From an optimization exercise on the open Yosys and OpenROAD flow, aimed at small area; shortcuts taken in it are not production practice. In this exercise RTL edits were held to simulation tests only and were not proved equivalent to the original. Power is estimated from default activity; no workload was simulated.

**config.mk**
```make
export PLATFORM = sky130hd
export DESIGN_NAME = register_file
export DESIGN_NICKNAME = register_file
export VERILOG_FILES = /design/flow/design.v
export SDC_FILE = /design/flow/constraint.sdc
export NUM_CORES = 4
export LEC_CHECK = 0
export CAP_MARGIN = 20
export CORE_MARGIN = 2
export CORE_UTILIZATION = 55
export SLEW_MARGIN = 20
export SYNTH_HIERARCHICAL = 1
```
**constraint.sdc**
```tcl
create_clock -name core_clock -period 7.0 [get_ports {clk}]
set_input_delay 1.4000 -clock core_clock [delete_from_list [all_inputs] [get_ports {clk}]]
set_output_delay 1.4000 -clock core_clock [all_outputs]
set_load 0.01 [all_outputs]
```
**design.v**
```verilog
package riscv_pkg;
  localparam int unsigned XLEN       = 32;
  localparam int unsigned REG_ADDR_W = 5;
  typedef logic [REG_ADDR_W-1:0] reg_idx_t;
  typedef logic [XLEN-1:0]       xlen_t;
  localparam int unsigned REG_ZERO = 0;
endpackage
module rf_hold_mux (
  input  logic q_i,
  input  logic wd_i,
  input  logic s_i,
  input  logic ns_i,
  output logic d_o
);
  assign d_o = (q_i & ns_i) | (wd_i & s_i);
endmodule
module rf_aoi222 (
  input  logic [2:0] sel_i,
  input  logic [2:0] d_i,
  output logic       y_no
);
  assign y_no = ~|(sel_i & d_i);
endmodule
module regfile_read_port #(
  parameter int unsigned ADDR_W = riscv_pkg::REG_ADDR_W,
  parameter int unsigned XLEN   = riscv_pkg::XLEN
) (
  input  logic [ADDR_W-1:0]                ra_i,
  input  logic [(2**ADDR_W)-1:1][XLEN-1:0] regs_i,
  input  logic [(2**ADDR_W)-1:1]           valid_i,
  output logic [XLEN-1:0]                  rd_o
);
  localparam int unsigned NumRegs = 2 ** ADDR_W;
  localparam int unsigned NumGrp  = (NumRegs - 1) / 3;   
  logic [NumRegs-1:1] sel;
  always_comb begin
    for (int i = 1; i < NumRegs; i++) begin
      sel[i] = (ra_i == ADDR_W'(i)) && valid_i[i];
    end
  end
  for (genvar b = 0; b < XLEN; b++) begin : g_bit
    logic [NumGrp-1:0] grp_n;
    for (genvar g = 0; g < NumGrp; g++) begin : g_grp
      rf_aoi222 u_aoi (
        .sel_i ({sel[3*g+3], sel[3*g+2], sel[3*g+1]}),
        .d_i   ({regs_i[3*g+3][b], regs_i[3*g+2][b], regs_i[3*g+1][b]}),
        .y_no  (grp_n[g])
      );
    end
    assign rd_o[b] = ~&grp_n | (sel[NumRegs-1] & regs_i[NumRegs-1][b]);
  end
endmodule
module register_file #(
  parameter int unsigned ADDR_W = riscv_pkg::REG_ADDR_W,
  parameter int unsigned XLEN   = riscv_pkg::XLEN
) (
  input  logic              clk,
  input  logic              reset_n,
  input  logic              we3,
  input  logic [ADDR_W-1:0] ra1,
  input  logic [ADDR_W-1:0] ra2,
  input  logic [ADDR_W-1:0] wa3,
  input  logic [XLEN-1:0]   wd3,
  output logic [XLEN-1:0]   rd1,
  output logic [XLEN-1:0]   rd2
);
  localparam int unsigned NumRegs = 2 ** ADDR_W;
  logic [NumRegs-1:1][XLEN-1:0] mem_q;
  logic [NumRegs-1:1][XLEN-1:0] mem_d;
  logic [NumRegs-1:1]           valid_q;
  logic [NumRegs-1:1]           wsel;
  always_comb begin
    for (int i = 1; i < NumRegs; i++) begin
      wsel[i] = we3 && (wa3 == ADDR_W'(i));
    end
  end
  always_ff @(posedge clk or negedge reset_n) begin
    if (!reset_n) begin
      valid_q <= '0;
    end else begin
      valid_q <= valid_q | wsel;
    end
  end
  for (genvar i = 1; i < NumRegs; i++) begin : g_reg
    logic wsel_n;
    assign wsel_n = ~wsel[i];
    for (genvar b = 0; b < XLEN; b++) begin : g_bit
      rf_hold_mux u_hold (
        .q_i  (mem_q[i][b]),
        .wd_i (wd3[b]),
        .s_i  (wsel[i]),
        .ns_i (wsel_n),
        .d_o  (mem_d[i][b])
      );
    end
  end
  always_ff @(posedge clk) begin
    mem_q <= mem_d;
  end
  regfile_read_port #(
    .ADDR_W  (ADDR_W),
    .XLEN    (XLEN)
  ) u_read_port1 (
    .ra_i    (ra1),
    .regs_i  (mem_q),
    .valid_i (valid_q),
    .rd_o    (rd1)
  );
  regfile_read_port #(
    .ADDR_W  (ADDR_W),
    .XLEN    (XLEN)
  ) u_read_port2 (
    .ra_i    (ra2),
    .regs_i  (mem_q),
    .valid_i (valid_q),
    .rd_o    (rd2)
  );
endmodule
```
**run.sh**
```bash
#!/bin/bash
# synth_recipe.tcl (not shown) runs the flow's synth.tcl, then flattens the netlist and writes it again
# the make line also repeats each setting of config.mk as NAME=value (left out here)
make -C /OpenROAD-flow-scripts/flow DESIGN_CONFIG=/design/flow/config.mk WORK_HOME=/design/flow/orfs CLKGATE_MAP_FILE= SYNTH_SCRIPT=/design/flow/synth_recipe.tcl finish
```
==> out/results.tsv, run 1 <==
stage	metric	value	unit
sta	worst_slew_pin_slew	1328	ps
logic_synthesis	ys.warnings.count	8	
clocking	cts_buffer_depth	3	
layout	fillCellCount	5395	
detailed_routing	via_count	40300	
floorplanning	io_pins	114	
layout	fin_nets	3555	
logic_synthesis	yosysUniqueCellTypes	30	
detailed_routing	routed_wl	187.1	mm
sta	setup_tns	0	ps
clocking	cts.sinks	1023	
sta	skew	0	ps
logic_synthesis	synth_top_area_frac	0.5096	
global_routing	overflow	0	
logic_synthesis	yosysSeqAreaShare	0.5295	
logic_synthesis	synthArstFlopShare	0.03030	
global_routing	grtUsageMet3	0.1873	
clocking	cts_tree	done	
sta	rsz0062_at_grt	no	
detailed_routing	drc	0	
logic_synthesis	synth_commonest_cells	992 x a22o_1, 992 x dfxtp_1, 640 x a222oi_1	
sta	post-route-min-period	6471	ps
detailed_routing	drt_iter0_markers	10490	
critical_path	endpoint_kind	output pin	
critical_path	worstSetupStartpointType	input pin	
logic_synthesis	synthesis.nets	3201	
global_routing	grt_use_total	0.4862	
sta	slew_violations	0	
pwr	peakVddDrop	0.2085	mV
placed_design	gp_congestion	0.9446	
floorplanning	start_util	0.5556	
global_routing	antenna_found_initial	3	
critical_path	crit_fanout	16	
detailed_routing	via_per_inst	8.892	
pwr	p_per_area	341.6	nW/um^2
floorplanning	die_x	270.2	um
clocking	cts_hold_buf	0	
placed_design	dpl.hpwl	101.8	mm
detailed_routing	wl_per_cell	41.28	um
clocking	numCtsBuffers	104	
logic_synthesis	netlist_area	38970	sq um
critical_path	crit_required	5600	ps
logic_synthesis	synth_seq_cells	1023	
hold_path	min-delay-start	valid_q[8]$_DFF_PN0_	
hold_path	min_path_type	reg -> reg	
clocking	htreeDepth	3	
detailed_routing	ant_nets	0	
sta	fin_crit_sh	0.9244	
clocking	cts_root_buf	clkbuf_16	
layout	layout.cells.non_filler	4532	
layout	multi_input_area	18390	sq um
floorplanning	rows	97	
critical_path	crit_arrival	5070	ps
clocking	clkLatencyLatePin	690	ps
status	status	timing/DRC/antenna clean	
critical_path	critPathKind	in -> out	
global_routing	grt_pass1_wl	263.6	mm
pwr	power	15.91	mW
sta	setup_violations	0	
clocking	cts.clk_slew.worst_paths	60	ps
logic_synthesis	synth_edf_count	0	
critical_path	reg2regPathDepth	1	
detailed_routing	first_pass_iters	14	
placed_design	port_buffers	113	
global_routing	gr-max-usage-layer	met2	
global_routing	use_met2	0.6922	
run	maxCapViolCount	0	
placed_design	dp.cells	4333	
floorplanning	die-area	73010	sq um
global_routing	met1_usage	0.5976	
layout	area_growth_syn_to_layout	19.46	%
logic_synthesis	synthTopCellsByArea	dfxtp_1 51%, a22o_1 22%, a222oi_1 16%	
critical_path	reg2reg_from	mem_q[409]$_DFF_P_	
global_routing	grt_start_max_net_pins	33	
layout	layout-drive-gt1-share	0.1070	
global_routing	grt_pass1_vias	38400	
logic_synthesis	synth_cells	3151	
logic_synthesis	avgSynthCellArea	12.37	sq um
clocking	cts_resized	0	
layout	regArea	20630	sq um
pwr	p_leak	18.18	nW
sta	relSlewSlack	0.1146	
floorplanning	core_area	70150	sq um
floorplanning	die_h	270.2	um
sta	fmax	154.5	MHz
clocking	post-cts-setup-buffer-count	0	
logic_synthesis	synthFlopType	dfxtp_1	
hold_path	min_path_cells	1	
critical_path	crit_start	ra1[4]	
sta	hold_viol_final	0	
logic_synthesis	yosys.area.top_type	dfxtp_1	
## where the power goes
part	switching, mW	leakage (nW)	internal (mW)
clock	2.43	1.78	3.48
sequential	0.932	8.61	7.00
combinational	0.833	7.78	1.23
total	4.19	18.2	11.7
## modules after synthesis, one instance, submodules excluded, a selection
module         cell area, sq um  cells  copies in the design  flip-flops and latches
rf_aoi222                 10.01      1                   640                       0
register_file             21430   1161                     1                    1023
rf_hold_mux               8.758      1                   992                       0
## cell usage in the layout (no fill, tap or decap), drive strengths merged, types with 36 or more instances in the layout
| master | n |
|---|---|
| a2111o | 64 |
| a222oi | 640 |
| a22o | 992 |
| and3 | 64 |
| buf | 167 |
| clkbuf | 158 |
| clkdlybuf4s50 | 110 |
| dfxtp | 992 |
| nand2 | 96 |
| nand4 | 129 |
| nor2 | 36 |
## kinds of logic after synthesis
kind of cell | share of synthesized area
and+or+nand+nor | 0.05368
DFF | 0.5295
buffers and inverters | 0.005073
AOI/OAI and AO/OA | 0.4118
## final timing paths
check,to,slack (ps)
worst max register to register,mem_q[409]$_DFF_P_,6290
worst min register to register,valid_q[8]$_DFF_PN0_,470
worst min-delay path,valid_q[8]$_DFF_PN0_,470
min in group asynchronous,valid_q[14]$_DFF_PN0_,1120
worst max-delay path,rd1[4],530
max in group asynchronous,valid_q[21]$_DFF_PN0_,5550
## per-stage QoR
stage	hold WS (ps)	util	setup WS, ps	instance area [sq um]
final	473.7	0.6637	528.9	46560
after global routing	490.9	0.6636	604.5	46550
after CTS	467.9	0.6618	779.2	46420
after detailed placement	454.7	0.6102	793.1	42800
after global placement	446.4	0.6071	796.8	42590
after floorplan	433.2	-	2528	38970
## cell type report
cell class                 count  share of cell area
timing repair buffer         277             0.05864
clock inverter                33             0.01075
clock buffer                 158             0.06697
tap                          940             0.02526
multi-input combinational   2099              0.3951
sequential                  1023              0.4432
antenna                        2           0.0001075
## metal layers
layer  share of wire  vias to the layer above
met5         0.00013                        -
met4           0.086                        2
met3            0.17                     1059
met2            0.41                     4267
met1            0.34                    19520
li1                -                    15450
## worst max-delay path, stage by stage
cell             delay (ps)
clkdlybuf4s50_1         480
nor2b_1                 230
nor2b_1                 190
and3_1                  450
buf_12                  290
a222oi_1                340
nand4_1                 610
a2111o_1                540
clkdlybuf4s50_1         500
## registers in the layout, indices dropped and copies added (netlist names)
register and count:
mem_q 992, valid_q 31
==> run 2, diff against run 1 <==
==> flow/run.sh (new file) <==
#!/bin/bash
# The standard ORFS layout, with smaller port buffers and a clock tree built
# from smaller buffers in larger clusters, without dummy loads. The make output
# goes to standard.log; each ORFS step also keeps its own log under orfs/logs/.
set -euo pipefail
bash standard.sh \
  "BUFFER_PORTS_ARGS=-buffer_cell sky130_fd_sc_hd__buf_1" \
  "CTS_ARGS=-sink_clustering_enable -repair_clock_nets -dont_use_dummy_load -sink_clustering_size 16 -sink_clustering_max_diameter 80 -buf_list {sky130_fd_sc_hd__clkbuf_4 sky130_fd_sc_hd__clkbuf_8}" \
  finish > standard.log 2>&1
==> standard.sh (new file) <==
#!/bin/bash
# synth_recipe.tcl (not shown) runs the flow's synth.tcl, then flattens the netlist and writes it again
# the make line also repeats each setting of config.mk as NAME=value (left out here)
make -C /OpenROAD-flow-scripts/flow DESIGN_CONFIG=/design/flow/config.mk WORK_HOME=/design/flow/orfs CLKGATE_MAP_FILE= SYNTH_SCRIPT=/design/flow/synth_recipe.tcl "${@:-finish}"
--- a/config.mk
+++ b/config.mk
@@ -5,8 +5,8 @@
 export SDC_FILE = /design/flow/constraint.sdc
 export NUM_CORES = 4
 export LEC_CHECK = 0
-export CAP_MARGIN = 20
+export CAP_MARGIN = 10
 export CORE_MARGIN = 2
-export CORE_UTILIZATION = 55
-export SLEW_MARGIN = 20
+export CORE_UTILIZATION = 40
+export SLEW_MARGIN = 10
 export SYNTH_HIERARCHICAL = 1
removed: run.sh
==> run 2 against run 1 <==
Against the previous run:
- non-clock buffer count down 103
- combinational power down 6%
- routed wire length up 2.5%
- hold slack better by 24 ps
- synthesized cell count unchanged
- critical endpoint is now rd1[14]
- worst setup slack better by 490 ps
- sequential power about the same
==> out/results.tsv, run 2 <==
stage	metric	value	unit	change
global_routing	overflow	0		unchanged
logic_synthesis	yosys.area.top_type	dfxtp_1		
sta	slew_violations	0		unchanged
floorplanning	core_area	96570	sq um	+38%
layout	largest_register_ffs	992		unchanged
pwr	peakVddDrop	0.1611	mV	-23%
layout	layout.cells.non_filler	4658		+2.8%
clocking	cts.clk_slew.worst_paths	100	ps	+40 ps
global_routing	grt_use_total	0.3667		-0.1195
detailed_routing	first_pass_iters	13		-1
logic_synthesis	yosysSeqAreaShare	0.5295		unchanged
logic_synthesis	synth_edf_count	0		unchanged
layout	multi_input_area	18480	sq um	+0.46%
hold_path	min-delay-start	valid_q[24]$_DFF_PN0_		
clocking	cts_tree	done		
layout	fin_nets	3422		-3.7%
detailed_routing	routed_wl	191.7	mm	+2.5%
critical_path	reg2reg_from	mem_q[954]$_DFF_P_		
critical_path	crit_arrival	4580	ps	-490 ps
clocking	cts_resized	0		unchanged
sta	setup_violations	0		unchanged
pwr	p_per_area	299.7	nW/um^2	-12%
status	status	timing/DRC/antenna clean		
logic_synthesis	ys.warnings.count	8		unchanged
layout	area_growth_syn_to_layout	9.484	%	
critical_path	critPathKind	in -> out		
global_routing	grt_pass1_wl	266.2	mm	+1.0%
global_routing	grt_start_max_net_pins	33		unchanged
placed_design	gp_congestion	0.9071		-4.0%
placed_design	dpl.hpwl	103.0	mm	+1.2%
floorplanning	die_x	316.1	um	+17%
placed_design	port_buffers	113		unchanged
detailed_routing	wl_per_cell	41.16	um	-0.29%
clocking	cts.sinks	1023		unchanged
logic_synthesis	synth_commonest_cells	992 x a22o_1, 992 x dfxtp_1, 640 x a222oi_1		
sta	rsz0062_at_grt	no		
logic_synthesis	synth_top_area_frac	0.5096		unchanged
clocking	htreeDepth	3		unchanged
layout	mostFrequentLayoutCells	992 x a22o_1, 992 x dfxtp_1, 640 x a222oi_1		
clocking	cts_buffer_depth	3		unchanged
clocking	cts_hold_buf	0		unchanged
sta	skew	0	ps	unchanged
sta	worst_slew_pin_slew	1427	ps	+99.15 ps
floorplanning	rows	114		+18%
detailed_routing	via_count	38410		-4.7%
clocking	clkLatencyLatePin	750	ps	+60 ps
sta	whs	497.9	ps	+24.20 ps
detailed_routing	via_per_inst	8.245		-7.3%
global_routing	grt_pass1_vias	35730		-7.0%
sta	fmax	167.2	MHz	+8.2%
logic_synthesis	yosysUniqueCellTypes	30		unchanged
logic_synthesis	synthArstFlopShare	0.03030		unchanged
sta	post-route-min-period	5982	ps	-489.2 ps
logic_synthesis	synthFlopType	dfxtp_1		
layout	top_regs	mem_q: 992 flops, valid_q: 31 flops		
critical_path	worstSetupStartpointType	input pin		
floorplanning	io_pins	114		unchanged
critical_path	crit_fanout	32		+16
sta	relSlewSlack	0.04625		-0.06836
sta	fin_crit_sh	0.8546		-0.06988
detailed_routing	drt_iter0_markers	10250		-2.3%
critical_path	crit_required	5600	ps	about the same
layout	layout-drive-gt1-share	0.07953		-0.02744
logic_synthesis	synthesis.nets	3201		unchanged
clocking	cts_root_buf	clkbuf_8		
logic_synthesis	synth_cells	3151		unchanged
floorplanning	start_util	0.4036		-0.1520
layout	regMostFlops	mem_q		
detailed_routing	drc	0		unchanged
sta	hold_viol_final	0		unchanged
floorplanning	die-area	99940	sq um	+37%
hold_path	min_path_type	reg -> reg		
pwr	power	12.79	mW	-20%
sta	setup_tns	0	ps	unchanged
logic_synthesis	avgSynthCellArea	12.37	sq um	unchanged
layout	regArea	20630	sq um	unchanged
layout	fillCellCount	8988		+67%
placed_design	dp.cells	4572		+5.5%
global_routing	antenna_found_initial	16		+13
detailed_routing	ant_nets	0		unchanged
pwr	p_leak	16.07	nW	-12%
critical_path	endpoint_kind	output pin		
logic_synthesis	netlist_area	38970	sq um	unchanged
clocking	numCtsBuffers	74		-29%
run	maxCapViolCount	0		unchanged
logic_synthesis	synthTopCellsByArea	dfxtp_1 51%, a22o_1 22%, a222oi_1 16%		
critical_path	crit_start	ra1[4]		
floorplanning	die_h	316.1	um	+17%
logic_synthesis	synth_seq_cells	1023		unchanged
clocking	post-cts-setup-buffer-count	0		unchanged
run 2: through the flow:
step / util / instance area, sq um / worst slack, ps
after global placement: 0.4310 / 41620 / 1429
final: 0.4419 / 42670 / 1018
after CTS: 0.4416 / 42640 / 1352
after global routing: 0.4417 / 42660 / 1113
after floorplan: - / 38970 / 2528
after detailed placement: 0.4310 / 41620 / 1356
run 2: cell families after synthesis:
kind of cell	Yosys count	synth area share
buf+inv	29	0.005073
compound gates	1727	0.4118
simple gates	372	0.05368
flops	1023	0.5295
run 2: power breakdown:
group          total [mW]  switching [mW]  internal [mW]  leakage, nW
clock                2.90            1.94          0.954        0.532
combinational        1.94           0.834           1.11         6.92
sequential           7.95           0.959           6.99         8.61
run 2: final cells by class:
cell class / instances / area share
sequential: 1023 / 0.4836
multi-input combinational: 2099 / 0.4331
tap: 1276 / 0.03742
clock buffer: 74 / 0.02387
timing repair buffer: 174 / 0.02135
antenna: 12 / 0.0007038
run 2: worst paths after layout:
kind	end	slack [ps]	depth (start not counted)
max	rd1[14]	1020	8
min	valid_q[24]$_DFF_PN0_	500	1
max reg2reg	mem_q[954]$_DFF_P_	6200	1
min reg2reg	valid_q[24]$_DFF_PN0_	500	1
max in group asynchronous	valid_q[1]$_DFF_PN0_	5800	1
min in group asynchronous	valid_q[13]$_DFF_PN0_	700	1
run 2: per-module statistics from Yosys, one instance, submodules excluded, a selection:
module         copies in the design  cells inside
register_file                     1          1161
rf_hold_mux                     992             1
rf_aoi222                       640             1
run 2: critical path, cell delays in order:
cell	delay [ps]
buf_1	360
nor2b_1	190
nor2b_1	200
and3_2	630
a222oi_1	520
nand4_1	550
a2111o_1	540
buf_1	150
run 2: routing by layer:
| metal | global-route usage | up-vias | part of all wire |
|---|---|---|---|
| li1 | - | 15070 | - |
| met1 | 0.4776 | 18630 | 0.37 |
| met2 | 0.5099 | 3818 | 0.39 |
| met3 | 0.1499 | 868 | 0.17 |
| met4 | 0.2016 | 16 | 0.067 |
| met5 | 0.02936 | - | 0.0025 |
==> run 3, diff against run 2 <==
--- a/design.v
+++ b/design.v
@@ -20,6 +20,24 @@
   output logic       y_no
 );
   assign y_no = ~|(sel_i & d_i);
+endmodule
+module rf_nand4 (
+  input  logic [3:0] a_i,
+  output logic       y_no
+);
+  assign y_no = ~&a_i;
+endmodule
+module rf_nor2 (
+  input  logic [1:0] a_i,
+  output logic       y_no
+);
+  assign y_no = ~|a_i;
+endmodule
+module rf_nand2 (
+  input  logic [1:0] a_i,
+  output logic       y_no
+);
+  assign y_no = ~&a_i;
 endmodule
 module regfile_read_port #(
   parameter int unsigned ADDR_W = riscv_pkg::REG_ADDR_W,
@@ -47,7 +65,27 @@
         .y_no  (grp_n[g])
       );
     end
-    assign rd_o[b] = ~&grp_n | (sel[NumRegs-1] & regs_i[NumRegs-1][b]);
+    logic or_lo, or_hi, nor_lohi, nand_31;
+    rf_nand4 u_or_lo (
+      .a_i  (grp_n[3:0]),
+      .y_no (or_lo)
+    );
+    rf_nand4 u_or_hi (
+      .a_i  (grp_n[7:4]),
+      .y_no (or_hi)
+    );
+    rf_nor2 u_nor_lohi (
+      .a_i  ({or_hi, or_lo}),
+      .y_no (nor_lohi)
+    );
+    rf_nand2 u_nand_31 (
+      .a_i  ({sel[NumRegs-1], regs_i[NumRegs-1][b]}),
+      .y_no (nand_31)
+    );
+    rf_nand4 u_or_all (
+      .a_i  ({nor_lohi, nand_31, grp_n[9:8]}),
+      .y_no (rd_o[b])
+    );
   end
 endmodule
 module register_file #(
--- a/config.mk
+++ b/config.mk
@@ -8,5 +8,6 @@
 export CAP_MARGIN = 10
 export CORE_MARGIN = 2
 export CORE_UTILIZATION = 40
+export GPL_ROUTABILITY_DRIVEN = 0
 export SLEW_MARGIN = 10
 export SYNTH_HIERARCHICAL = 1
==> run 3 against run 2 <==
Against the previous run:
- still clean on timing, DRC and antenna
- final cell count grew 1.1%
- global-route usage shrank 1.6 points
- combinational power is essentially flat
- largest cell class unchanged
==> out/results.tsv, run 3 <==
stage	metric	value	unit	change
layout	top_regs	mem_q: 992 flops, valid_q: 31 flops		
global_routing	grt_pass1_vias	34460		-3.5%
clocking	cts_resized	0		unchanged
sta	slew_violations	0		unchanged
floorplanning	die_x	315.6	um	-0.17%
layout	fin_nets	3479		+1.7%
logic_synthesis	synthesis.nets	3257		+1.7%
layout	layout-drive-gt1-share	0.07908		-0.0004473
layout	largest_register_ffs	992		unchanged
global_routing	antenna_found_initial	19		+3
logic_synthesis	yosysUniqueCellTypes	31		+3.3%
sta	rsz0062_at_grt	no		
clocking	cts_tree	done		
sta	setup_tns	0	ps	unchanged
critical_path	endpoint	rd1[12]		
hold_path	min_path_cells	1		unchanged
critical_path	crit_fanout	19		-41%
sta	worst_slew_pin_slew	1404	ps	-22.92 ps
clocking	post-cts-setup-buffer-count	0		unchanged
detailed_routing	first_pass_iters	13		unchanged
detailed_routing	via_count	38000		-1.1%
critical_path	slowest_stage	nand4_1		
detailed_routing	drt_iter0_markers	9614		-6.2%
clocking	cts_hold_buf	0		unchanged
critical_path	critPathKind	in -> out		
detailed_routing	drc	0		unchanged
logic_synthesis	synthTopCellsByArea	dfxtp_1 51%, a22o_1 22%, a222oi_1 16%		
clocking	htreeDepth	3		unchanged
critical_path	crit_start	ra1[2]		
logic_synthesis	avgSynthCellArea	12.11	sq um	-2.1%
layout	area_growth_syn_to_layout	9.626	%	
global_routing	grt_start_max_net_pins	33		unchanged
global_routing	grt_use_total	0.3512		-0.01556
floorplanning	die_h	315.6	um	-0.17%
pwr	peakVddDrop	0.1730	mV	+7.4%
critical_path	worstSetupStartpointType	input pin		
logic_synthesis	netlist_area	38840	sq um	-0.34%
logic_synthesis	synth_seq_cells	1023		unchanged
logic_synthesis	synth_edf_count	0		unchanged
logic_synthesis	synth_commonest_cells	992 x a22o_1, 992 x dfxtp_1, 640 x a222oi_1		
critical_path	reg2regPathDepth	1		unchanged
detailed_routing	via_per_inst	8.066		-2.2%
global_routing	grt_pass1_wl	257.3	mm	-3.4%
status	status	timing/DRC/antenna clean		
sta	hold_viol_final	0		unchanged
sta	relSlewSlack	0.06157		+0.01532
logic_synthesis	synth_top_area_frac	0.5113		+0.001740
placed_design	dpl.hpwl	105.8	mm	+2.8%
sta	fin_crit_sh	0.8497		-0.004913
sta	whs	485.0	ps	-12.97 ps
run	maxCapViolCount	0		unchanged
critical_path	crit_chain	buf_1 > and3_2 > and3_2 > buf_4 > a222oi_1 > nand4_1 > nor2_1 > nand4_1 > buf_1		
floorplanning	start_util	0.4028		-0.0007785
layout	fillCellCount	9092		+1.2%
clocking	cts.clk_slew.worst_paths	110	ps	about the same
sta	setup_violations	0		unchanged
pwr	p_leak	15.42	nW	-4.0%
layout	final_util	0.4416		about the same
critical_path	worst_r2r_endpoint	mem_q[509]$_DFF_P_		
clocking	numCtsBuffers	73		-1.4%
layout	regMostFlops	mem_q		
floorplanning	io_pins	114		unchanged
critical_path	crit_arrival	4550	ps	-30 ps
detailed_routing	wl_per_cell	39.01	um	-5.2%
critical_path	endpoint_kind	output pin		
logic_synthesis	synthArstFlopShare	0.03030		unchanged
critical_path	slowest_delay	660	ps	+30 ps
critical_path	crit_required	5600	ps	about the same
global_routing	overflow	0		unchanged
clocking	cts_root_buf	clkbuf_8		
logic_synthesis	yosysSeqAreaShare	0.5313		+0.001808
clocking	cts.sinks	1023		unchanged
detailed_routing	routed_wl	183.8	mm	-4.1%
logic_synthesis	yosys.area.top_type	dfxtp_1		
layout	mostFrequentLayoutCells	992 x a22o_1, 992 x dfxtp_1, 640 x a222oi_1		
floorplanning	die-area	99610	sq um	-0.34%
clocking	clkLatencyLatePin	740	ps	about the same
logic_synthesis	synthFlopType	dfxtp_1		
placed_design	port_buffers	113		unchanged
sta	post-route-min-period	5948	ps	-34.39 ps
floorplanning	rows	114		unchanged
critical_path	reg2reg_from	mem_q[509]$_DFF_P_		
logic_synthesis	ys.warnings.count	8		unchanged
logic_synthesis	synth_cells	3207		+1.8%
critical_path	r2r_setup_slack	6270	ps	+70 ps
clocking	cts_buffer_depth	3		unchanged
sta	fmax	168.1	MHz	+0.58%
floorplanning	core_area	96420	sq um	-0.15%
pwr	p_per_area	300.7	nW/um^2	+0.36%
hold_path	min_path_type	reg -> reg		
detailed_routing	ant_nets	0		unchanged
sta	skew	0	ps	unchanged
-- run 3: kinds of logic after synthesis --
logic type             share of synthesized area
buffers and inverters                   0.002770
flip-flops                                0.5313
AO/OA/AOI/OAI                             0.3946
AND/OR/NAND/NOR                          0.07132
-- run 3: per-stage QoR --
step / cell area, sq um / setup WS (ps) / total power, mW / std cells
final: 42580 / 1052 / 12.80 / 4711
after CTS: 42560 / 1379 / 12.69 / 4703
after detailed placement: 41550 / 1380 / 9.943 / 4630
after floorplan: 38840 / 2809 / 9.095 / 3207
after global placement: 41550 / 1433 / 9.880 / 4630
after global routing: 42570 / 1132 / 13.22 / 4709
-- run 3: Yosys stat by module (local to each module, per instance), excerpt --
module	times used	area (sq um)	cells inside
register_file	1	21430	1161
rf_aoi222	640	10.01	1
rf_hold_mux	992	8.758	1
rf_nand4	192	6.256	1
rf_nand2	64	3.754	1
rf_nor2	64	3.754	1
-- run 3: how the worst min path moves through the flow --
stage	from	endpoint	slack [ps]
floorplan	valid_q[10]$_DFF_PN0_	valid_q[10]$_DFF_PN0_	430
global placement	valid_q[24]$_DFF_PN0_	valid_q[24]$_DFF_PN0_	460
detailed placement	valid_q[14]$_DFF_PN0_	valid_q[14]$_DFF_PN0_	460
CTS	valid_q[14]$_DFF_PN0_	valid_q[14]$_DFF_PN0_	490
global route	valid_q[8]$_DFF_PN0_	valid_q[8]$_DFF_PN0_	500
finish	valid_q[14]$_DFF_PN0_	valid_q[14]$_DFF_PN0_	480
-- run 3: power by group --
group          internal [mW]  switching [mW]  total, mW
sequential              6.99           0.981       7.97
combinational           1.09           0.875       1.97
clock                  0.942            1.93       2.87
total                   9.02            3.78       12.8
-- run 3: cell type report --
| cell class | instances | area (sq um) | area share |
|---|---|---|---|
| diodes | 8 | 20.02 | 0.0004702 |
| repair buffers | 168 | 869.6 | 0.02042 |
| clock buffers | 73 | 1005 | 0.02360 |
| well taps | 1276 | 1597 | 0.03750 |
| flip-flops and latches | 1023 | 20630 | 0.4846 |
| multi-input cells | 2163 | 18450 | 0.4334 |
-- run 3: critical path: cells and delay by family --
kind	cells	cell delay, ps
buffers and inverters	3	640
and+or+nand+nor	5	2020
AOI/OAI and AO/OA	1	470
-- run 3: routing by layer --
| layer | up-vias | wire (um) | track usage |
|---|---|---|---|
| met5 | - | 278 | 0.009470 |
| met4 | 24 | 11300 | 0.1708 |
| met3 | 715 | 29340 | 0.1381 |
| met2 | 3383 | 74580 | 0.5023 |
| met1 | 18680 | 68270 | 0.4591 |
| li1 | 15200 | - | - |
==> run 4, diff against run 3 <==
==> flow/run.sh (replaced) <==
#!/bin/bash
# The standard ORFS layout, with smaller port buffers and a clock tree built
# from smaller buffers in larger clusters, without dummy loads. The make output
# goes to standard.log; each ORFS step also keeps its own log under orfs/logs/.
set -euo pipefail
bash standard.sh \
  "BUFFER_PORTS_ARGS=-buffer_cell sky130_fd_sc_hd__buf_1" \
  "CTS_ARGS=-sink_clustering_enable -repair_clock_nets -dont_use_dummy_load -sink_clustering_size 14 -sink_clustering_max_diameter 60 -buf_list {sky130_fd_sc_hd__clkbuf_4 sky130_fd_sc_hd__clkbuf_8}" \
  finish > standard.log 2>&1
==> run 4 against run 3 <==
Against the previous run:
- routed wire length up 0.36%
- final cell count grew 0.30%
- clock skew stayed put
- synthesized cell count unchanged
- critical path depth decreased by 1
- design area is 0.45% higher
- sequential share of layout area decreased by 0.22 points
- die area unchanged
- sequential power about the same
- hold slack lost 11 ps
- fmax rose by 0.70%
- worst setup slack better by 41 ps
- largest cell class unchanged
==> out/results.tsv, run 4 <==
stage	metric	value	unit	change
clocking	cts.sinks	1023		unchanged
clocking	cts_hold_buf	0		unchanged
logic_synthesis	synth_edf_count	0		unchanged
critical_path	crit_arrival	4510	ps	-40 ps
sta	whs	474.2	ps	-10.74 ps
sta	post-route-min-period	5906	ps	-41.15 ps
layout	area_growth_syn_to_layout	10.12	%	
pwr	p_leak	15.52	nW	+0.65%
detailed_routing	drc	0		unchanged
sta	hold_viol_final	0		unchanged
global_routing	grt_use_total	0.3519		+0.0006962
clocking	numCtsBuffers	87		+19%
clocking	cts_tree	done		
critical_path	endpoint_kind	output pin		
logic_synthesis	synthTopCellsByArea	dfxtp_1 51%, a22o_1 22%, a222oi_1 16%		
placed_design	port_buffers	113		unchanged
clocking	cts_buffer_depth	3		unchanged
layout	top_regs	mem_q: 992 flops, valid_q: 31 flops		
critical_path	slowest_delay	650	ps	about the same
critical_path	crit_chain	buf_1 > and3b_2 > and3_2 > a222oi_1 > nand4_1 > nor2_1 > nand4_1 > buf_1		
detailed_routing	via_per_inst	8.052		-0.17%
logic_synthesis	synthFlopType	dfxtp_1		
critical_path	crit_fanout	32		+13
clocking	htreeDepth	3		unchanged
sta	relSlewSlack	0.09091		+0.02934
sta	fmax	169.3	MHz	+0.70%
layout	fillCellCount	9098		+0.066%
layout	regMostFlops	mem_q		
sta	fin_crit_sh	0.8438		-0.005879
layout	layout-drive-gt1-share	0.08282		+0.003747
critical_path	slowest_stage	nor2_1		
detailed_routing	wl_per_cell	39.03	um	about the same
clocking	cts_root_buf	clkbuf_8		
logic_synthesis	synthArstFlopShare	0.03030		unchanged
logic_synthesis	synthesis.nets	3257		unchanged
layout	mostFrequentLayoutCells	992 x a22o_1, 992 x dfxtp_1, 640 x a222oi_1		
global_routing	grt_pass1_vias	34490		+0.075%
detailed_routing	routed_wl	184.4	mm	+0.36%
global_routing	grt_pass1_wl	257.6	mm	+0.14%
floorplanning	die-area	99610	sq um	unchanged
floorplanning	rows	114		unchanged
layout	regArea	20630	sq um	unchanged
global_routing	overflow	0		unchanged
logic_synthesis	synth_cells	3207		unchanged
critical_path	crit_family	simple AND/OR/NAND/NOR gates		
floorplanning	io_pins	114		unchanged
placed_design	dpl.hpwl	105.8	mm	unchanged
detailed_routing	drt_iter0_markers	9446		-1.7%
logic_synthesis	ys.warnings.count	8		unchanged
sta	setup_tns	0	ps	unchanged
detailed_routing	first_pass_iters	15		+2
clocking	post-cts-setup-buffer-count	0		unchanged
sta	worst_slew_pin_slew	1360	ps	-43.91 ps
sta	rsz0062_at_grt	no		
sta	slew_violations	0		unchanged
logic_synthesis	synth_top_area_frac	0.5113		unchanged
logic_synthesis	avgSynthCellArea	12.11	sq um	unchanged
pwr	peakVddDrop	0.1868	mV	+8.0%
clocking	cts_resized	0		unchanged
layout	fin_nets	3493		+0.40%
floorplanning	core_area	96420	sq um	unchanged
status	status	timing/DRC/antenna clean		
sta	skew	0	ps	unchanged
clocking	clkLatencyLatePin	740	ps	about the same
clocking	cts.clk_slew.worst_paths	70	ps	-40 ps
global_routing	grt_start_max_net_pins	33		unchanged
layout	largest_register_ffs	992		unchanged
critical_path	critPathKind	in -> out		
logic_synthesis	yosysSeqAreaShare	0.5313		unchanged
logic_synthesis	netlist_area	38840	sq um	unchanged
logic_synthesis	yosys.area.top_type	dfxtp_1		
critical_path	worstSetupStartpointType	input pin		
logic_synthesis	synth_seq_cells	1023		unchanged
pwr	p_per_area	304.3	nW/um^2	+1.2%
critical_path	crit_required	5600	ps	about the same
global_routing	antenna_found_initial	24		+5
run	maxCapViolCount	0		unchanged
detailed_routing	via_count	38050		+0.13%
logic_synthesis	synth_commonest_cells	992 x a22o_1, 992 x dfxtp_1, 640 x a222oi_1		
sta	setup_violations	0		unchanged
layout	multi_input_area	18450	sq um	unchanged
critical_path	crit_buf_inv	2		-1
logic_synthesis	yosysUniqueCellTypes	31		unchanged
hold_path	min_path_type	reg -> reg		
floorplanning	die_x	315.6	um	unchanged
detailed_routing	ant_nets	0		unchanged
floorplanning	die_h	315.6	um	unchanged
floorplanning	start_util	0.4028		unchanged
## run 4: cell types whose count changed in the layout (fill, tap and decap cells not counted)
cell      delta
clkbuf_8    +14
## run 4: area by class of cell
| class | instances | area share |
|---|---|---|
| clock buffer | 87 | 0.02800 |
| antenna | 8 | 0.0004681 |
| tap | 1276 | 0.03733 |
| timing repair buffer | 168 | 0.02033 |
| multi-input combinational | 2163 | 0.4314 |
| sequential | 1023 | 0.4824 |
## run 4: Yosys stat by module (local to each module, per instance), a selection
| module | copies in the design | flops+latches | cell area (sq um) |
|---|---|---|---|
| rf_aoi222 | 640 | 0 | 10.01 |
| rf_nand4 | 192 | 0 | 6.256 |
| register_file | 1 | 1023 | 21430 |
| rf_nor2 | 64 | 0 | 3.754 |
| rf_hold_mux | 992 | 0 | 8.758 |
| rf_nand2 | 64 | 0 | 3.754 |
## run 4: through the flow
stage | power, mW | setup WS, ps | util | instances | area [sq um]
2_1_floorplan | 9.095 | 2809 | - | 3207 | 38840
3_3_place_gp | 9.880 | 1433 | 0.4310 | 4630 | 41550
3_5_place_dp | 9.943 | 1380 | 0.4310 | 4630 | 41550
4_1_cts | 12.91 | 1379 | 0.4434 | 4717 | 42750
5_1_grt | 13.45 | 1139 | 0.4435 | 4723 | 42770
6_report | 13.01 | 1094 | 0.4436 | 4725 | 42770
## run 4: path summary, 6_finish.rpt
kind                                            start                     to  slack, ps  depth (start not counted)
min in group asynchronous                     reset_n  valid_q[10]$_DFF_PN0_        730                          1
worst max-delay path                           ra1[0]                 rd1[3]       1090                          8
worst max register to register     mem_q[509]$_DFF_P_     mem_q[509]$_DFF_P_       6270                          1
max in group asynchronous                     reset_n   valid_q[3]$_DFF_PN0_       5710                          1
worst min register to register  valid_q[12]$_DFF_PN0_  valid_q[12]$_DFF_PN0_        470                          1
worst min-delay path            valid_q[12]$_DFF_PN0_  valid_q[12]$_DFF_PN0_        470                          1
## run 4: kinds of logic after synthesis
kind of cell | count (synthesis) | synth area share
flops | 1023 | 0.5313
simple gates | 500 | 0.07132
buf+inv | 21 | 0.002770
compound gates | 1663 | 0.3946
## run 4: where the power goes
part | internal [mW] | leakage [nW] | switching (mW)
Sequential | 6.99 | 8.61 | 0.982
Combinational | 1.09 | 6.29 | 0.878
Clock | 1.11 | 0.626 | 1.96
Total | 9.19 | 15.5 | 3.82
## run 4: per-layer routing
metal / up-vias / share of wire / GRT usage
met2: 3465 / 0.41 / 0.5022
met3: 694 / 0.17 / 0.1452
met5: - / 0.00093 / 0
met4: 24 / 0.061 / 0.1721
met1: 18640 / 0.37 / 0.4571
li1: 15230 / - / -
==> run 5, diff against run 4 <==
==> flow/run.sh (replaced) <==
#!/bin/bash
# The standard ORFS layout, with smaller port buffers and a clock tree built
# from smaller buffers in larger clusters, without dummy loads, and
# non-critical cells downsized after global routing. The make output
# goes to standard.log; each ORFS step also keeps its own log under orfs/logs/.
set -euo pipefail
bash standard.sh \
  "BUFFER_PORTS_ARGS=-buffer_cell sky130_fd_sc_hd__buf_1" \
  "CTS_ARGS=-sink_clustering_enable -repair_clock_nets -dont_use_dummy_load -sink_clustering_size 14 -sink_clustering_max_diameter 60 -buf_list {sky130_fd_sc_hd__clkbuf_4 sky130_fd_sc_hd__clkbuf_8}" \
  "RECOVER_POWER=100" \
  finish > standard.log 2>&1
--- a/config.mk
+++ b/config.mk
@@ -8,6 +8,5 @@
 export CAP_MARGIN = 10
 export CORE_MARGIN = 2
 export CORE_UTILIZATION = 40
-export GPL_ROUTABILITY_DRIVEN = 0
 export SLEW_MARGIN = 10
 export SYNTH_HIERARCHICAL = 1
==> run 5 against run 4 <==
Against the previous run:
- fmax fell by 8.0%
- global-route usage grew 0.26 points
- the layout now fails its checks (capacitance limit, slew limit)
- register-to-register slack worse by 20 ps
- highest routed layer unchanged
- first-iteration DRC count increased by 4.2%
==> out/results.tsv, run 5 <==
stage	metric	value	unit	change
status	status	failed layout checks		
status	so.violations	capacitance limit, slew limit		
clocking	clkLatencyLatePin	770	ps	+30 ps
logic_synthesis	synth_seq_cells	1023		unchanged
sta	relSlewSlack	-1.447		-1.538
logic_synthesis	synth_top_area_frac	0.5113		unchanged
layout	regMostFlops	mem_q		
layout	final_util	0.4427		-0.0008430
global_routing	grt_pass1_vias	35130		+1.9%
critical_path	endpoint	rd1[20]		
pwr	power	13.01	mW	about the same
floorplanning	core_area	96420	sq um	unchanged
critical_path	endpoint_kind	output pin		
placed_design	gp_congestion	0.9489		
critical_path	crit_arrival	5020	ps	+510 ps
hold_path	min_path_type	reg -> reg		
layout	layout-drive-gt1-share	0.07436		-0.008461
clocking	post-cts-setup-buffer-count	0		unchanged
logic_synthesis	synth_edf_count	0		unchanged
global_routing	grt_start_max_net_pins	33		unchanged
clocking	cts_buffer_depth	3		unchanged
clocking	htreeDepth	3		unchanged
pwr	peakVddDrop	0.1737	mV	-7.0%
detailed_routing	first_pass_iters	15		unchanged
sta	whs	473.5	ps	-0.7190 ps
logic_synthesis	avgSynthCellArea	12.11	sq um	unchanged
detailed_routing	via_count	37980		-0.18%
critical_path	reg2reg_from	mem_q[317]$_DFF_P_		
sta	setup_violations	0		unchanged
logic_synthesis	yosys.area_share.simple	0.07132		unchanged
logic_synthesis	yosysSeqAreaShare	0.5313		unchanged
critical_path	critPathKind	in -> out		
clocking	cts_tree	done		
logic_synthesis	synthFlopType	dfxtp_1		
placed_design	port_buffers	113		unchanged
global_routing	antenna_found_initial	24		unchanged
placed_design	dpl.hpwl	108.6	mm	+2.6%
layout	largest_register_ffs	992		unchanged
sta	rsz0062_at_grt	no		
clocking	numCtsBuffers	86		-1.1%
sta	skew	0	ps	unchanged
sta	setup_tns	0	ps	unchanged
clocking	cts_resized	0		unchanged
sta	post-route-min-period	6419	ps	+512.5 ps
floorplanning	io_pins	114		unchanged
logic_synthesis	synth_adder_area_share	0		unchanged
critical_path	worstSetupStartpointType	input pin		
logic_synthesis	synth_top_family_by_area	compound AO/OA/AOI/OAI gates		
logic_synthesis	synth_cells	3207		unchanged
logic_synthesis	yosysUniqueCellTypes	31		unchanged
logic_synthesis	ys.warnings.count	8		unchanged
global_routing	overflow	0		unchanged
floorplanning	start_util	0.4028		unchanged
layout	area_growth_syn_to_layout	9.912	%	
clocking	cts.sinks	1023		unchanged
pwr	p_leak	15.56	nW	+0.23%
clocking	cts.clk_slew.worst_paths	50	ps	-20 ps
global_routing	grt_use_total	0.3545		+0.002601
logic_synthesis	synthArstFlopShare	0.03030		unchanged
global_routing	grt_pass1_wl	259.4	mm	+0.70%
sta	worst_slew_pin_slew	3657	ps	+2297 ps
detailed_routing	drt_iter0_markers	9842		+4.2%
sta	slew_violations	1079		+1079
detailed_routing	routed_wl	184.9	mm	+0.27%
logic_synthesis	synth_compound_area_frac	0.3946		unchanged
logic_synthesis	netlist_area	38840	sq um	unchanged
sta	fin_crit_sh	0.9170		+0.07322
pwr	p_per_area	304.7	nW/um^2	+0.16%
logic_synthesis	synthesis.nets	3257		unchanged
floorplanning	rows	114		unchanged
detailed_routing	ant_nets	0		unchanged
layout	mostFrequentLayoutCells	992 x a22o_1, 992 x dfxtp_1, 640 x a222oi_1		
floorplanning	die-area	99610	sq um	unchanged
critical_path	reg2regPathDepth	1		unchanged
logic_synthesis	synth-xor-area-share	0		unchanged
detailed_routing	wl_per_cell	39.02	um	about the same
critical_path	crit_start	ra1[4]		
run	maxCapViolCount	34		+34
clocking	cts_hold_buf	0		unchanged
detailed_routing	drc	0		unchanged
layout	fin_nets	3508		+0.43%
critical_path	crit_required	5600	ps	about the same
clocking	cts_root_buf	clkbuf_8		
logic_synthesis	synth_commonest_cells	992 x a22o_1, 992 x dfxtp_1, 640 x a222oi_1		
floorplanning	die_h	315.6	um	unchanged
critical_path	worst_r2r_endpoint	mem_q[317]$_DFF_P_		
sta	setup_ws	581.0	ps	-512.5 ps
sta	fmax	155.8	MHz	-8.0%
floorplanning	die_x	315.6	um	unchanged
critical_path	crit_fanout	32		unchanged
detailed_routing	via_per_inst	8.012		-0.50%
placed_design	dp_slack	1417	ps	+36.49 ps
layout	top_regs	mem_q: 992 flops, valid_q: 31 flops		
critical_path	r2r_setup_slack	6250	ps	-20 ps
logic_synthesis	synth_mux_area_frac	0		unchanged
logic_synthesis	synthTopCellsByArea	dfxtp_1 51%, a22o_1 22%, a222oi_1 16%		
logic_synthesis	yosys.area.top_type	dfxtp_1		
sta	hold_viol_final	0		unchanged
[run 5: cell count changes in the layout (fill, tap and decap cells not counted), sizes merged]
cell | previous run | this run
buf | 142 | 144
clkbuf | 113 | 126
[run 5: stage by stage]
| stage | instances | cell area (sq um) |
|---|---|---|
| after floorplan | 3207 | 38840 |
| after global placement | 4646 | 41670 |
| after detailed placement | 4646 | 41670 |
| after CTS | 4732 | 42860 |
| after global routing | 4735 | 42680 |
| final | 4740 | 42690 |
[run 5: final cells by class]
class	instances	area (sq um)
well taps	1276	1597
flip-flops and latches	1023	20630
repair buffers	184	962.2
multi-input cells	2163	18290
diodes	8	20.02
clock buffers	86	1184
fillers	9092	53730
[run 5: worst min-delay path by stage]
| stage | start | end | depth (start not counted) |
|---|---|---|---|
| after floorplan | valid_q[10]$_DFF_PN0_ | valid_q[10]$_DFF_PN0_ | 1 |
| after global placement | valid_q[22]$_DFF_PN0_ | valid_q[22]$_DFF_PN0_ | 1 |
| after detailed placement | valid_q[22]$_DFF_PN0_ | valid_q[22]$_DFF_PN0_ | 1 |
| after CTS | valid_q[15]$_DFF_PN0_ | valid_q[15]$_DFF_PN0_ | 1 |
| after global routing | valid_q[22]$_DFF_PN0_ | valid_q[22]$_DFF_PN0_ | 1 |
| final | valid_q[15]$_DFF_PN0_ | valid_q[15]$_DFF_PN0_ | 1 |
[run 5: layer usage]
metal	track usage	routed length, um
met1	0.4627	69580
met2	0.5067	74250
met3	0.1317	28330
met4	0.1904	12620
met5	0	158
[run 5: Yosys stat by module, one instance, submodules excluded, a selection]
module	times used	cell area (sq um)	cells	flops+latches
rf_aoi222	640	10.01	1	0
rf_nand4	192	6.256	1	0
register_file	1	21430	1161	1023
rf_hold_mux	992	8.758	1	0
rf_nor2	64	3.754	1	0
rf_nand2	64	3.754	1	0
[run 5: power by group]
part | switching, mW | internal [mW] | total, mW | leakage (nW)
clock network | 1.98 | 1.10 | 3.08 | 0.618
logic | 0.874 | 1.09 | 1.97 | 6.33
registers | 0.977 | 6.99 | 7.96 | 8.61
total | 3.83 | 9.18 | 13.0 | 15.6
[run 5: worst max-delay path, stage by stage]
cell	delay (ps)
clkbuf_1	260
nor3b_2	340
and3_1	1590
a222oi_1	510
nand4_1	180
nor2_1	120
nand4_1	350
buf_1	190
[run 5: cell families after synthesis]
group	after synthesis
AOI/OAI and AO/OA	1663
buffers and inverters	21
DFF	1023
and+or+nand+nor	500

[what the ideal ports hide]
The flow's constraints put no driver on any port. The routed layouts listed below were extracted and timed again, unchanged, in two steps. Step 1, drivers: a clkbuf_16 drives clk and a buf_2 each remaining input, both assumed. Step 2, shift: input delay + t, output delay - t, t = (earliest + latest rising clock arrival at the registers) / 2. This alone moves slack from input paths to output paths. Three values: no drivers, after step 1, after step 2; two values: the first two.
run	t, ns	setup slack, ns	hold slack, ns	latest minus earliest clock arrival (ns)	worst register clock-pin slew, ns
run 1	0.764	0.529 / 0.435 / 0.435	0.474 / 0.474 / 0.474	0.025 / 0.024	0.07 / 0.07
run 2	0.799	1.018 / 0.995 / 0.995	0.498 / 0.498 / 0.498	0.073 / 0.074	0.12 / 0.12
run 3	0.791	1.052 / 0.928 / 0.928	0.485 / 0.485 / 0.485	0.087 / 0.087	0.11 / 0.11
run 4	0.787	1.094 / 0.961 / 0.961	0.474 / 0.474 / 0.474	0.076 / 0.075	0.11 / 0.11
run 5	0.831	0.581 / 0.454 / 0.454	0.474 / 0.474 / 0.474	0.087 / 0.088	0.10 / 0.10
The setup slack of run 4, which loses most, moves by -0.133 ns with the drivers and by -0.133 ns with both steps.
